Background: an optimization exercise with open tools, aiming at small area, a short achievable clock period and few clock cycles per item. Do not read the settings as production practice. RTL that was checked went through simulation tests only; none was proved equivalent to the original. Power figures rest on the tool's default switching activity, not on a simulated workload.

the reference run:
==> module conv1d_top, before the edit <==
module conv1d_top (
  input  logic        clk,
  input  logic        rst_n,
  input  logic        psel_i,
  input  logic        penable_i,
  input  logic        pwrite_i,
  input  logic [7:0]  paddr_i,
  input  logic [31:0] pwdata_i,
  output logic [31:0] prdata_o,
  output logic        pready_o,
  output logic        pslverr_o,
  output logic        mem_req_o,
  output logic        mem_we_o,
  output logic [6:0]  mem_addr_o,
  output logic [31:0] mem_wdata_o,
  input  logic [31:0] mem_rdata_i,
  output logic        done_o
);
  localparam int SW = conv1d_pkg::SUM_W;
  logic sel_ctrl_q, sel_stat_q, sel_taps_q, sel_src_q, sel_dst_q, sel_cnt_q, bad_q;
  always_ff @(posedge clk) begin
    sel_ctrl_q <= (paddr_i == conv1d_pkg::REG_CTRL);
    sel_stat_q <= (paddr_i == conv1d_pkg::REG_STATUS);
    sel_taps_q <= (paddr_i == conv1d_pkg::REG_TAPS);
    sel_src_q  <= (paddr_i == conv1d_pkg::REG_SRC);
    sel_dst_q  <= (paddr_i == conv1d_pkg::REG_DST);
    sel_cnt_q  <= (paddr_i == conv1d_pkg::REG_COUNT);
    bad_q      <= !(paddr_i == conv1d_pkg::REG_CTRL  || paddr_i == conv1d_pkg::REG_STATUS ||
                    paddr_i == conv1d_pkg::REG_TAPS  || paddr_i == conv1d_pkg::REG_SRC ||
                    paddr_i == conv1d_pkg::REG_DST   || paddr_i == conv1d_pkg::REG_COUNT);
  end
  logic wr;
  assign wr        = psel_i & penable_i & pwrite_i;
  assign pready_o  = 1'b1;
  assign pslverr_o = bad_q;
  logic [31:0] taps_q;
  logic [6:0]  src_q, dst_q, cnt_q;
  always_ff @(posedge clk or posedge rst_n) begin
    if (rst_n) begin
      taps_q <= '0;
      src_q  <= '0;
      dst_q  <= '0;
      cnt_q  <= '0;
    end else begin
      if (wr && sel_taps_q) taps_q <= pwdata_i;
      if (wr && sel_src_q)  src_q  <= pwdata_i[6:0];
      if (wr && sel_dst_q)  dst_q  <= pwdata_i[6:0];
      if (wr && sel_cnt_q)  cnt_q  <= pwdata_i[6:0];
    end
  end
  logic       run_q;      
  logic       done_q;
  logic       req_q, we_q;
  logic       ph_q;       
  logic [1:0] fs_q;       
  logic [6:0] wl_q;       
  logic [6:0] rdp_q, wrp_q;
  logic       rv_q;       
  logic start, setup_start, idle;
  logic spec_q;           
  assign start       = wr & sel_ctrl_q & pwdata_i[0] & ~run_q;
  assign setup_start = psel_i & ~penable_i & pwrite_i & (paddr_i == conv1d_pkg::REG_CTRL) &
                       pwdata_i[0] & ~run_q & (cnt_q != '0);
  assign idle        = ~run_q & ~spec_q;
  logic       rd_now, wr_now;
  logic [6:0] wl_d;
  assign rd_now = req_q & ~we_q;
  assign wr_now = req_q & we_q;
  assign wl_d   = wl_q - {6'd0, wr_now};
  logic nx_rd, nx_wr, last;
  always_comb begin
    nx_rd = 1'b0;
    nx_wr = 1'b0;
    last  = 1'b0;
    if (run_q || (start && spec_q)) begin
      if (!ph_q) begin
        nx_rd = fs_q[1] || (wl_d > ((fs_q == 2'd1) ? 7'd1 : 7'd2));
      end else if (fs_q == 2'd3) begin
        nx_rd = 1'b1;
      end else if (fs_q == 2'd0) begin
        nx_wr = 1'b1;
        last  = (wl_q == 7'd1);
      end
    end
  end
  always_ff @(posedge clk or posedge rst_n) begin
    if (rst_n) begin
      run_q  <= 1'b0;
      done_q <= 1'b0;
      req_q  <= 1'b0;
      spec_q <= 1'b0;
    end else begin
      spec_q <= setup_start;
      if (start) begin
        run_q  <= (cnt_q != '0);
        done_q <= (cnt_q == '0);
      end else if (last) begin
        run_q  <= 1'b0;
        done_q <= 1'b1;
      end
      req_q <= setup_start | (start & ~spec_q & (cnt_q != '0)) | nx_rd | nx_wr;
    end
  end
  logic ph_d;
  assign ph_d = idle ? 1'b0 : ~ph_q;
  always_ff @(posedge clk) ph_q <= ph_d;
  always_ff @(posedge clk) begin
    rv_q <= rd_now;
    if (idle) begin
      we_q  <= 1'b0;
      fs_q  <= 2'd3;
      wl_q  <= cnt_q;
      rdp_q <= src_q;
      wrp_q <= dst_q;
    end else begin
      we_q <= nx_wr;
      if (ph_q && fs_q != 2'd0) fs_q <= fs_q - 2'd1;
      wl_q <= wl_d;
      if (rd_now) rdp_q <= rdp_q + 7'd1;
      if (wr_now) wrp_q <= wrp_q + 7'd1;
    end
  end
  assign mem_req_o  = req_q;
  assign mem_we_o   = we_q;
  assign mem_addr_o = we_q ? wrp_q : rdp_q;
  logic [3:0][7:0] w_q;
  logic [3:0][7:0] w_src;
  always_comb begin
    for (int k = 0; k < 3; k++) w_src[k] = rv_q ? w_q[k+1] : w_q[k];
    w_src[3] = rv_q ? (ph_q ? {mem_rdata_i[3:0], mem_rdata_i[7:4]} : mem_rdata_i[7:0]) : w_q[3];
  end
  always_ff @(posedge clk) begin
    for (int k = 0; k < 4; k++) w_q[k] <= {w_src[k][3:0], w_src[k][7:4]};
  end
  logic [3:0][3:0] xn;
  always_comb begin
    for (int k = 0; k < 4; k++) xn[k] = w_q[k][3:0];
  end
  logic [2:0][SW-1:0]   r_n_q, r_n_d;
  logic [2:0][SW-1:4]   f_n;
  always_comb begin
    for (int r = 0; r < 3; r++) f_n[r] = r_n_q[r][SW-5:0] | {(SW-4){ph_q}};
  end
  conv1d_datapath u_dp (
    .x_i   (xn),
    .t_i   (taps_q),
    .f_n_i (f_n),
    .r_n_o (r_n_d)
  );
  always_ff @(posedge clk) r_n_q <= r_n_d;
  logic [SW-1:0] res_q;
  always_ff @(posedge clk) begin
    res_q <= ~(r_n_q[0] + r_n_q[1] + r_n_q[2] + SW'(2));
  end
  assign mem_wdata_o = {{(32-SW){1'b0}}, res_q};
  always_comb begin
    prdata_o = '0;
    prdata_o |= {32{sel_taps_q}} & taps_q;
    prdata_o[6:0] |= ({7{sel_src_q}} & src_q) | ({7{sel_dst_q}} & dst_q) | ({7{sel_cnt_q}} & cnt_q);
    prdata_o[1:0] |= {2{sel_stat_q}} & {done_q, run_q};
  end
  assign done_o = done_q;
endmodule
clock: 8.0 ns
lec_check: 0
cap_margin: 20
core_margin: 2
core_utilization: 40
setup_slack_margin: 4.8
slew_margin: 20
synth_hierarchical: 1
synth_minimum_keep_size: 0
standard.sh (not shown) runs the stock make flow with config.mk's settings and CLKGATE_MAP_FILE= SYNTH_SCRIPT=/design/flow/synth_recipe.tcl, a recipe that flattens the netlist after the stock synthesis.
==> flow/flow/run.sh <==
#!/bin/bash
# Standard layout, with the smallest plain buffer on the ports.
set -euo pipefail
export BUFFER_PORTS_ARGS="-buffer_cell sky130_fd_sc_hd__buf_1"
bash standard.sh > standard.log 2>&1
Testbench counts of the reference run, summed over its fixed seeds: cycles 5,000, items 1,988.
Here is what was changed in the inputs of the trial run compared with the reference run.
-- flow/design.v --
<<< the reference run, line 281
                    paddr_i == conv1d_pkg::REG_DST   || paddr_i == conv1d_pkg::REG_COUNT);
  end
  logic wr;
  assign wr        = psel_i & penable_i & pwrite_i;
>>> the trial run, line 281
                    paddr_i == conv1d_pkg::REG_DST   || paddr_i == conv1d_pkg::REG_COUNT);
  end
  logic [6:0] rb_q;
  always_ff @(posedge clk) begin
    case (paddr_i)
      conv1d_pkg::REG_SRC:   rb_q <= src_q;
      conv1d_pkg::REG_DST:   rb_q <= dst_q;
      conv1d_pkg::REG_COUNT: rb_q <= cnt_q;
      default:               rb_q <= '0;
    endcase
  end
  logic wr;
  assign wr        = psel_i & penable_i & pwrite_i;
<<< the reference run, line 306
  logic [1:0] fs_q;       
  logic [6:0] wl_q;       
  logic [6:0] rdp_q, wrp_q;
  logic       rv_q;       
  logic start, setup_start, idle;
>>> the trial run, line 315
  logic [1:0] fs_q;       
  logic [6:0] wl_q;       
  logic [6:0] rdp_q, wrp_q, rdp_d, wrp_d, addr_q;
  logic       rv_q;       
  logic start, setup_start, idle;
<<< the reference run, line 362
      fs_q  <= 2'd3;
      wl_q  <= cnt_q;
      rdp_q <= src_q;
      wrp_q <= dst_q;
    end else begin
      we_q <= nx_wr;
      if (ph_q && fs_q != 2'd0) fs_q <= fs_q - 2'd1;
      wl_q <= wl_d;
      if (rd_now) rdp_q <= rdp_q + 7'd1;
      if (wr_now) wrp_q <= wrp_q + 7'd1;
    end
  end
  assign mem_req_o  = req_q;
  assign mem_we_o   = we_q;
  assign mem_addr_o = we_q ? wrp_q : rdp_q;
  logic [3:0][7:0] w_q;
  logic [3:0][7:0] w_src;
>>> the trial run, line 371
      fs_q  <= 2'd3;
      wl_q  <= cnt_q;
    end else begin
      we_q <= nx_wr;
      if (ph_q && fs_q != 2'd0) fs_q <= fs_q - 2'd1;
      wl_q <= wl_d;
    end
  end
  assign rdp_d = idle ? src_q : rdp_q + {6'd0, rd_now};
  assign wrp_d = idle ? dst_q : wrp_q + {6'd0, wr_now};
  always_ff @(posedge clk) begin
    rdp_q  <= rdp_d;
    wrp_q  <= wrp_d;
    addr_q <= nx_wr ? wrp_d : rdp_d;
  end
  assign mem_req_o  = req_q;
  assign mem_we_o   = we_q;
  assign mem_addr_o = addr_q;
  logic [3:0][7:0] w_q;
  logic [3:0][7:0] w_src;
<<< the reference run, line 408
    prdata_o = '0;
    prdata_o |= {32{sel_taps_q}} & taps_q;
    prdata_o[6:0] |= ({7{sel_src_q}} & src_q) | ({7{sel_dst_q}} & dst_q) | ({7{sel_cnt_q}} & cnt_q);
    prdata_o[1:0] |= {2{sel_stat_q}} & {done_q, run_q};
  end
>>> the trial run, line 420
    prdata_o = '0;
    prdata_o |= {32{sel_taps_q}} & taps_q;
    prdata_o[6:0] |= rb_q;
    prdata_o[1:0] |= {2{sel_stat_q}} & {done_q, run_q};
  end
- Buffer and inverter count on the worst path: the trial run vs the reference run up 1
- Relative to the reference run, the arrival time reported for the critical path endpoint of the trial run is higher by 0.08 ns.
- | async set or reset register ratio after synthesis | lower: the trial run |
- The trial run against the reference run: met2 track demand over resource +3.3 points, clock network fraction of total power -1.7 points.
- Compared to the reference run, the trial run leaves less free space in the core.
- The slew at the pin closest to its max-slew limit of the trial run falls short of that of the reference run by 0.048 ns.
- Going from the reference run to the trial run, total power higher; tightest slew margin relative to the limit higher; combined global-route utilization of all metal layers higher; number of clock sinks higher; number of I/O port buffers roughly the same.
- Between the reference run and the trial run, the layout-stage area growth over the synthesis result is higher for the trial run.
Only the layout flow was run in the trial run; the RTL was not checked for function there.

==> what the ideal ports hide <==
How much do the figures lean on ideal ports? The routed layouts below were timed once more, with nothing changed but the port constraints.
Step 1 assumes that a clkbuf_16 drives the clock port and a buf_2 every other input.
Step 2 times the ports against the registers' clock, not the clock port: input delays grow and output delays shrink by t, the midpoint of the rising clock arrivals with the driver on.
a / b / c = no drivers / after step 1 / after step 2; a / b = the first two.
| run | t, ns | setup slack, ns | hold WS [ns] | cell pins on the clock port's net |
|---|---|---|---|---|
| the reference run | 0.482 | 4.836 / 4.799 / 4.836 | 0.467 / 0.467 / 0.467 | 1 |
| the trial run | 0.577 | 4.840 / 4.807 / 4.642 | 0.455 / 0.455 / 0.455 | 1 |
After both steps every run listed still meets setup and hold. For the trial run, which loses most, drivers alone change the setup slack by -0.033 ns; drivers and shift together by -0.198 ns.
